This design comes from an exercise in tuning for small area and a short achievable clock period on the open sky130 flow, not from production work. Function was checked by simulation only, so behaviour that the tests miss may differ from the original. The flow treats the clock pin as an ideal source. Dropping or thinning the clock tree relies on that and would not hold on a real chip. Power and IR drop assume default switching activity.

==> flow/design.v <==
module packet_sfifo_drop #(
  parameter int DATA_WIDTH   = 32,
  parameter int FIFO_DEPTH   = 64,
  parameter int AFULL_THRESH = FIFO_DEPTH - 8,
  localparam int CW          = $clog2(FIFO_DEPTH) + 1
) (
  input  logic                  clk,
  input  logic                  rst,
  input  logic                  wen,
  input  logic [DATA_WIDTH-1:0] wdata,
  input  logic                  wdrop,
  output logic                  afull,
  output logic                  full,
  output logic [CW-1:0]         wrcnt,
  input  logic                  ren,
  output logic [DATA_WIDTH-1:0] rdata,
  output logic                  empty,
  output logic [CW-1:0]         rdcnt,
  output logic [CW-1:0]         pkt_cnt,
  output logic                  overflow,
  output logic                  underflow,
  output logic                  drop
);
  localparam int AW = CW - 1;
  logic [DATA_WIDTH-1:0] r_mem [FIFO_DEPTH];
  logic [AW-1:0]         r_wptr, r_cptr;              
  logic [7:0]            r_wlo, r_whi;                
  logic [FIFO_DEPTH-1:0] r_rsel;                      
  logic [CW-1:0]         r_wrcnt, r_rdcnt, r_pkt_cnt;
  logic [CW-1:0]         r_pkt_inc, r_pkt_dec;        
  logic                  r_disc, r_full, r_afull, r_nempty;
  logic                  r_wok, r_wovf, r_wc0, r_wc1;    
  logic                  r_overflow, r_underflow, r_drop;
  logic [DATA_WIDTH-1:0] r_rdata;                     
  logic          w_eop, w_acc, w_commit, w_discard, w_ovf, w_rb, w_rd, w_rd_eop, w_hit;
  logic [CW-1:0] w_wrcnt_nxt, w_rdcnt_nxt, w_pkt_nxt, w_pkt_inc_nxt, w_pkt_dec_nxt;
  logic [AW-1:0] w_wptr_nxt;
  logic          w_full_nxt, w_afull_nxt, w_nempty_nxt, w_disc_nxt, w_wc0_nxt, w_wc1_nxt;
  assign wrcnt     = r_wrcnt;
  assign rdcnt     = r_rdcnt;
  assign full      = r_full;
  assign afull     = r_afull;
  assign pkt_cnt   = r_pkt_cnt;
  assign empty     = ~r_nempty;
  assign rdata     = r_rdata;
  assign overflow  = r_overflow;
  assign underflow = r_underflow;
  assign drop      = r_drop;
  assign w_eop     = wdata[DATA_WIDTH-1];
  assign w_acc     = wen & r_wok;
  assign w_commit  = w_acc & w_eop & ~wdrop;
  assign w_discard = w_acc & w_eop & wdrop;
  assign w_ovf     = wen & r_wovf;
  assign w_rb      = w_ovf | w_discard;
  assign w_rd      = ren & r_nempty;
  assign w_rd_eop  = w_rd & r_rdata[DATA_WIDTH-1];
  assign w_hit     = w_acc & (w_rd ? r_wc1 : r_wc0);
  assign w_disc_nxt = r_disc ? ~(wen & w_eop) : (w_ovf & ~w_eop);
  always_comb begin
    if (w_rb) begin
      w_wrcnt_nxt = w_rd ? r_rdcnt - CW'(1) : r_rdcnt;
      w_full_nxt  = ~w_rd & (r_rdcnt == CW'(FIFO_DEPTH));
      w_wc0_nxt   = w_rd ? (r_rdcnt == CW'(1)) : (r_rdcnt == '0);
      w_wc1_nxt   = w_rd ? (r_rdcnt == CW'(2)) : (r_rdcnt == CW'(1));
      w_afull_nxt = w_rd ? (r_rdcnt >= CW'(AFULL_THRESH + 1)) : (r_rdcnt >= CW'(AFULL_THRESH));
    end else if (w_acc & ~w_rd) begin
      w_wrcnt_nxt = r_wrcnt + CW'(1);
      w_full_nxt  = r_wrcnt == CW'(FIFO_DEPTH - 1);
      w_wc0_nxt   = 1'b0;
      w_wc1_nxt   = r_wc0;
      w_afull_nxt = r_wrcnt >= CW'(AFULL_THRESH - 1);
    end else if (~w_acc & w_rd) begin
      w_wrcnt_nxt = r_wrcnt - CW'(1);
      w_full_nxt  = 1'b0;
      w_wc0_nxt   = r_wc1;
      w_wc1_nxt   = r_wrcnt == CW'(2);
      w_afull_nxt = r_wrcnt >= CW'(AFULL_THRESH + 1);
    end else begin
      w_wrcnt_nxt = r_wrcnt;
      w_full_nxt  = r_full;
      w_wc0_nxt   = r_wc0;
      w_wc1_nxt   = r_wc1;
      w_afull_nxt = r_afull;
    end
    if (w_commit) w_rdcnt_nxt = w_rd ? r_wrcnt : r_wrcnt + CW'(1);
    else          w_rdcnt_nxt = w_rd ? r_rdcnt - CW'(1) : r_rdcnt;
    if (w_commit & ~w_rd_eop) begin
      w_pkt_nxt     = r_pkt_inc;
      w_pkt_inc_nxt = r_pkt_inc + CW'(1);
      w_pkt_dec_nxt = r_pkt_cnt;
      w_nempty_nxt = 1'b1;
    end else if (~w_commit & w_rd_eop) begin
      w_pkt_nxt     = r_pkt_dec;
      w_pkt_inc_nxt = r_pkt_cnt;
      w_pkt_dec_nxt = r_pkt_dec - CW'(1);
      w_nempty_nxt = r_pkt_cnt != CW'(1);
    end else begin
      w_pkt_nxt     = r_pkt_cnt;
      w_pkt_inc_nxt = r_pkt_inc;
      w_pkt_dec_nxt = r_pkt_dec;
      w_nempty_nxt = r_nempty;
    end
  end
  logic [DATA_WIDTH-1:0] w_rnext;
  always_comb begin
    w_rnext = '0;
    for (int i = 0; i < FIFO_DEPTH; i++)
      w_rnext = w_rnext | ({DATA_WIDTH{r_rsel[i]}} & r_mem[i]);
  end
  always_ff @(posedge clk)
    for (int i = 0; i < FIFO_DEPTH; i++)
      if (r_whi[i / 8] & r_wlo[i % 8]) r_mem[i] <= wdata;
  assign w_wptr_nxt = w_rb ? r_cptr : r_wptr + AW'(w_acc);
  always_ff @(posedge clk or posedge rst)
    if (rst)        r_rdata <= '0;
    else if (w_hit) r_rdata <= wdata;
    else if (w_rd)  r_rdata <= w_rnext;
  always_ff @(posedge clk or posedge rst)
    if (rst) begin
      r_wptr      <= '0;
      r_wlo       <= 8'b0000_0001;
      r_whi       <= 8'b0000_0001;
      r_cptr      <= '0;
      r_rsel      <= FIFO_DEPTH'(2);
      r_wrcnt     <= '0;
      r_rdcnt     <= '0;
      r_pkt_cnt   <= '0;
      r_pkt_inc   <= CW'(1);
      r_pkt_dec   <= '1;
      r_disc      <= 1'b0;
      r_wok       <= 1'b1;
      r_wovf      <= 1'b0;
      r_wc0       <= 1'b1;
      r_wc1       <= 1'b0;
      r_full      <= 1'b0;
      r_afull     <= 1'b0;
      r_nempty    <= 1'b0;
      r_overflow  <= 1'b0;
      r_underflow <= 1'b0;
      r_drop      <= 1'b0;
    end else begin
      r_wptr      <= w_wptr_nxt;
      r_wlo       <= 8'b1 << w_wptr_nxt[2:0];
      r_whi       <= w_full_nxt ? 8'b0 : 8'b1 << w_wptr_nxt[5:3];
      r_cptr      <= w_commit ? r_wptr + AW'(1) : r_cptr;
      r_rsel      <= w_rd ? {r_rsel[FIFO_DEPTH-2:0], r_rsel[FIFO_DEPTH-1]} : r_rsel;
      r_wrcnt     <= w_wrcnt_nxt;
      r_rdcnt     <= w_rdcnt_nxt;
      r_pkt_cnt   <= w_pkt_nxt;
      r_pkt_inc   <= w_pkt_inc_nxt;
      r_pkt_dec   <= w_pkt_dec_nxt;
      r_disc      <= w_disc_nxt;
      r_wok       <= ~w_full_nxt & ~w_disc_nxt;
      r_wovf      <= w_full_nxt & ~w_disc_nxt;
      r_wc0       <= w_wc0_nxt;
      r_wc1       <= w_wc1_nxt;
      r_full      <= w_full_nxt;
      r_afull     <= w_afull_nxt;
      r_nempty    <= w_nempty_nxt;
      r_overflow  <= w_ovf;
      r_underflow <= ren & ~r_nempty;
      r_drop      <= w_rb;
    end
endmodule
export LEC_CHECK = 0
export ABC_CLOCK_PERIOD_IN_PS = 2200
export CAP_MARGIN = 20
export CORE_MARGIN = 2
export CORE_UTILIZATION = 55
export SETUP_SLACK_MARGIN = 2.9
export SLEW_MARGIN = 20
create_clock -name core_clock -period 5.0 [get_ports {clk}]
standard.sh (not shown) runs the stock make flow with config.mk's settings and CLKGATE_MAP_FILE= SYNTH_SCRIPT=/design/flow/synth_recipe.tcl, a recipe that flattens the netlist after the stock synthesis.
==> flow/flow/run.sh <==
#!/bin/bash
# The standard layout, with the clock tree built by flow/pre_cts.tcl instead of TritonCTS.
# make's output goes to flow_make.log; each ORFS step keeps its own log under orfs/logs/.
set -euo pipefail
here="$(pwd)"
export PRE_CTS_TCL="$here/flow/pre_cts.tcl"
bash standard.sh > "$here/flow_make.log" 2>&1
==> flow/flow/mytree.tcl <==
# Build a two-level clock tree by hand: a leaf buffer (leafcell) for each cluster of about
# leafsize nearby flip-flops, and four root clkbuf_16, each driving a quarter of the leaves (split at
# the median in x, then in y within each half), all fed by the clock port.
proc clock_tree_centroid {grp} {
  set x 0; set y 0
  foreach g $grp { incr x [lindex $g 1]; incr y [lindex $g 2] }
  return [list [expr {$x/[llength $grp]}] [expr {$y/[llength $grp]}]]
}

proc clock_tree_buffer {block master name net_name loc} {
  set inst [odb::dbInst_create $block $master $name]
  $inst setLocation [lindex $loc 0] [lindex $loc 1]
  $inst setPlacementStatus PLACED
  set net [odb::dbNet_create $block $net_name]
  $net setSigType CLOCK
  [$inst findITerm X] connect $net
  return [list $inst $net]
}

proc build_clock_tree {clkport leafsize {leafcell sky130_fd_sc_hd__clkbuf_16}} {
  set block [ord::get_db_block]
  set cnet [[$block findBTerm $clkport] getNet]
  set buf [[ord::get_db] findMaster sky130_fd_sc_hd__clkbuf_16]
  set lbuf [[ord::get_db] findMaster $leafcell]
  set sinks {}
  foreach it [$cnet getITerms] {
    set loc [[$it getInst] getLocation]
    lappend sinks [list $it [lindex $loc 0] [lindex $loc 1]]
  }
  set n [llength $sinks]
  set die [$block getDieArea]
  set W [$die xMax]; set H [$die yMax]
  # leaf clusters: vertical strips, cut into chunks along y
  set nclusters [expr {int(ceil(double($n)/$leafsize))}]
  set nstrips [expr {max(1,int(round(sqrt($nclusters * double($W)/$H))))}]
  set sx [lsort -integer -index 1 $sinks]
  set per [expr {int(ceil(double($n)/$nstrips))}]
  set leaves {}
  for {set s 0} {$s < $nstrips} {incr s} {
    set strip [lsort -integer -index 2 [lrange $sx [expr {$s*$per}] [expr {($s+1)*$per-1}]]]
    set m [llength $strip]
    if {$m == 0} continue
    set k [expr {int(ceil(double($m)/$leafsize))}]
    set cs [expr {int(ceil(double($m)/$k))}]
    for {set c 0} {$c < $k} {incr c} {
      set grp [lrange $strip [expr {$c*$cs}] [expr {($c+1)*$cs-1}]]
      if {[llength $grp] == 0} continue
      set loc [clock_tree_centroid $grp]
      set li [llength $leaves]
      lassign [clock_tree_buffer $block $lbuf "clkleaf_$li" "clknet_leaf_$li" $loc] inst net
      foreach g $grp { set it [lindex $g 0]; $it disconnect; $it connect $net }
      lappend leaves [list $inst {*}$loc]
    }
  }
  # roots: halves by x, then halves by y, each with the same number of leaves
  set lx [lsort -integer -index 1 $leaves]
  set h [expr {([llength $lx] + 1) / 2}]
  set quarters {}
  foreach half [list [lrange $lx 0 [expr {$h-1}]] [lrange $lx $h end]] {
    set hy [lsort -integer -index 2 $half]
    set q [expr {([llength $hy] + 1) / 2}]
    lappend quarters [lrange $hy 0 [expr {$q-1}]] [lrange $hy $q end]
  }
  set r 0
  foreach grp $quarters {
    if {[llength $grp] == 0} continue
    lassign [clock_tree_buffer $block $buf "clkroot_$r" "clknet_root_$r" [clock_tree_centroid $grp]] inst net
    foreach g $grp { [[lindex $g 0] findITerm A] connect $net }
    [$inst findITerm A] connect $cnet
    incr r
  }
  $cnet setSigType CLOCK
  puts "clock tree: $n sinks, [llength $leaves] leaves, $r roots"
}

# Move each output port's buffer next to the cell that drives it, so the long wire to the
# pin is driven by the buffer rather than by a small flip-flop.
proc move_output_buffers {} {
  set block [ord::get_db_block]
  set moved 0
  foreach bt [$block getBTerms] {
    if {[$bt getIoType] ne "OUTPUT"} continue
    set net [$bt getNet]
    foreach it [$net getITerms] {
      if {![$it isOutputSignal]} continue
      set binst [$it getInst]
      foreach in [$binst getITerms] {
        if {![$in isInputSignal]} continue
        set inet [$in getNet]
        if {$inet eq "NULL"} continue
        foreach d [$inet getITerms] {
          if {[$d isOutputSignal]} {
            set loc [[$d getInst] getLocation]
            $binst setLocation [lindex $loc 0] [lindex $loc 1]
            incr moved
          }
        }
      }
    }
  }
  puts "moved $moved output buffers"
}
==> flow/flow/pre_cts.tcl <==
# Run by ORFS's cts step (PRE_CTS_TCL) in place of clock_tree_synthesis: moves each output
# port's buffer next to its driver, then builds a balanced two-level clock tree (see
# mytree.tcl) with less insertion delay than TritonCTS's three levels.
source [file join [file dirname [info script]] mytree.tcl]
move_output_buffers
build_clock_tree clk 16 sky130_fd_sc_hd__clkbuf_8
rename clock_tree_synthesis __orig_clock_tree_synthesis
proc clock_tree_synthesis {args} {
  puts "clock_tree_synthesis skipped: the clock tree was built by pre_cts.tcl"
  set_propagated_clock [all_clocks]
}
The baseline passed the timing, design-rule and antenna checks.
==> next run, changes <==
--- a/flow/flow/mytree.tcl
+++ b/flow/flow/mytree.tcl
@@ -1,4 +1,4 @@
-# Build a two-level clock tree by hand: a leaf buffer (leafcell) for each cluster of about
-# leafsize nearby flip-flops, and four root clkbuf_16, each driving a quarter of the leaves (split at
+# Build a two-level clock tree by hand: a leaf clkbuf_16 for each cluster of about leafsize
+# nearby flip-flops, and four root clkbuf_16, each driving a quarter of the leaves (split at
 # the median in x, then in y within each half), all fed by the clock port.
 proc clock_tree_centroid {grp} {
@@ -18,9 +18,8 @@
 }
 
-proc build_clock_tree {clkport leafsize {leafcell sky130_fd_sc_hd__clkbuf_16}} {
+proc build_clock_tree {clkport leafsize} {
   set block [ord::get_db_block]
   set cnet [[$block findBTerm $clkport] getNet]
   set buf [[ord::get_db] findMaster sky130_fd_sc_hd__clkbuf_16]
-  set lbuf [[ord::get_db] findMaster $leafcell]
   set sinks {}
   foreach it [$cnet getITerms] {
@@ -48,5 +47,5 @@
       set loc [clock_tree_centroid $grp]
       set li [llength $leaves]
-      lassign [clock_tree_buffer $block $lbuf "clkleaf_$li" "clknet_leaf_$li" $loc] inst net
+      lassign [clock_tree_buffer $block $buf "clkleaf_$li" "clknet_leaf_$li" $loc] inst net
       foreach g $grp { set it [lindex $g 0]; $it disconnect; $it connect $net }
       lappend leaves [list $inst {*}$loc]
--- a/flow/flow/pre_cts.tcl
+++ b/flow/flow/pre_cts.tcl
@@ -4,5 +4,5 @@
 source [file join [file dirname [info script]] mytree.tcl]
 move_output_buffers
-build_clock_tree clk 16 sky130_fd_sc_hd__clkbuf_8
+build_clock_tree clk 20
 rename clock_tree_synthesis __orig_clock_tree_synthesis
 proc clock_tree_synthesis {args} {
CORE_UTILIZATION = 62   (was 55)
SETUP_SLACK_MARGIN = 2.8   (was 2.9)
Via count barely changes.
Sequential share of layout area came out higher by 0.19 points.
Hold slack gains 0.0081 ns.
==> next run, changes <==
--- a/flow/flow/mytree.tcl
+++ b/flow/flow/mytree.tcl
@@ -1,4 +1,4 @@
-# Build a two-level clock tree by hand: a leaf clkbuf_16 for each cluster of about leafsize
-# nearby flip-flops, and four root clkbuf_16, each driving a quarter of the leaves (split at
+# Build a two-level clock tree by hand: a leaf buffer (leafcell) for each cluster of about
+# leafsize nearby flip-flops, and four root clkbuf_16, each driving a quarter of the leaves (split at
 # the median in x, then in y within each half), all fed by the clock port.
 proc clock_tree_centroid {grp} {
@@ -18,8 +18,9 @@
 }
 
-proc build_clock_tree {clkport leafsize} {
+proc build_clock_tree {clkport leafsize {leafcell sky130_fd_sc_hd__clkbuf_16}} {
   set block [ord::get_db_block]
   set cnet [[$block findBTerm $clkport] getNet]
   set buf [[ord::get_db] findMaster sky130_fd_sc_hd__clkbuf_16]
+  set lbuf [[ord::get_db] findMaster $leafcell]
   set sinks {}
   foreach it [$cnet getITerms] {
@@ -47,5 +48,5 @@
       set loc [clock_tree_centroid $grp]
       set li [llength $leaves]
-      lassign [clock_tree_buffer $block $buf "clkleaf_$li" "clknet_leaf_$li" $loc] inst net
+      lassign [clock_tree_buffer $block $lbuf "clkleaf_$li" "clknet_leaf_$li" $loc] inst net
       foreach g $grp { set it [lindex $g 0]; $it disconnect; $it connect $net }
       lappend leaves [list $inst {*}$loc]
--- a/flow/flow/pre_cts.tcl
+++ b/flow/flow/pre_cts.tcl
@@ -4,5 +4,5 @@
 source [file join [file dirname [info script]] mytree.tcl]
 move_output_buffers
-build_clock_tree clk 20
+build_clock_tree clk 16 sky130_fd_sc_hd__clkbuf_8
 rename clock_tree_synthesis __orig_clock_tree_synthesis
 proc clock_tree_synthesis {args} {
CORE_UTILIZATION = 55   (was 62)
=> Sequential cell count is unchanged. Cell count grows by about 2.7%. Via count is about the same. Worst hold slack barely changes. Sequential power barely changes. Core utilization drops by 8.4 points. Maximum frequency is higher by 7.4%. Cell area fell by about 1.1%. Combinational power is lower by about 3%. First-iteration DRC count is lower by 2.3%.
In every run of this note, the design's own scripts or RTL, not TritonCTS, make the clock network.

==> re-timing with driven ports <==
The flow's constraints put no driver on any port. The routed layouts listed below were extracted and timed again, unchanged, in two steps.
Step 1, drivers: a clkbuf_16 drives clk and a buf_2 each remaining input, both assumed.
Step 2 moves the port delays by t, midway between the first and last clock arrival at a register: inputs arrive t later, outputs are due t later. That takes back most of the time a late clock gives input paths.
Slacks: ideal ports / drivers / drivers and shift; pairs: ideal ports / drivers.
run	t, ns	slack for setup (ns)	latest minus earliest clock arrival (ns)	worst register clock-pin slew, ns	cell pins on the clock port's net
the first run	0.809	2.771 / 2.578 / 2.248	0.052 / 0.053	0.11 / 0.11	4
the second run	0.847	2.570 / 2.566 / 2.171	0.035 / 0.035	0.09 / 0.09	4
the third run	0.804	2.737 / 2.586 / 2.231	0.048 / 0.048	0.11 / 0.11	4
After both steps every run listed still meets setup and hold. For the first run, which loses most, drivers alone change the setup slack by -0.193 ns; drivers and shift together by -0.523 ns. The worst setup slack also covers recovery checks on asynchronous resets.
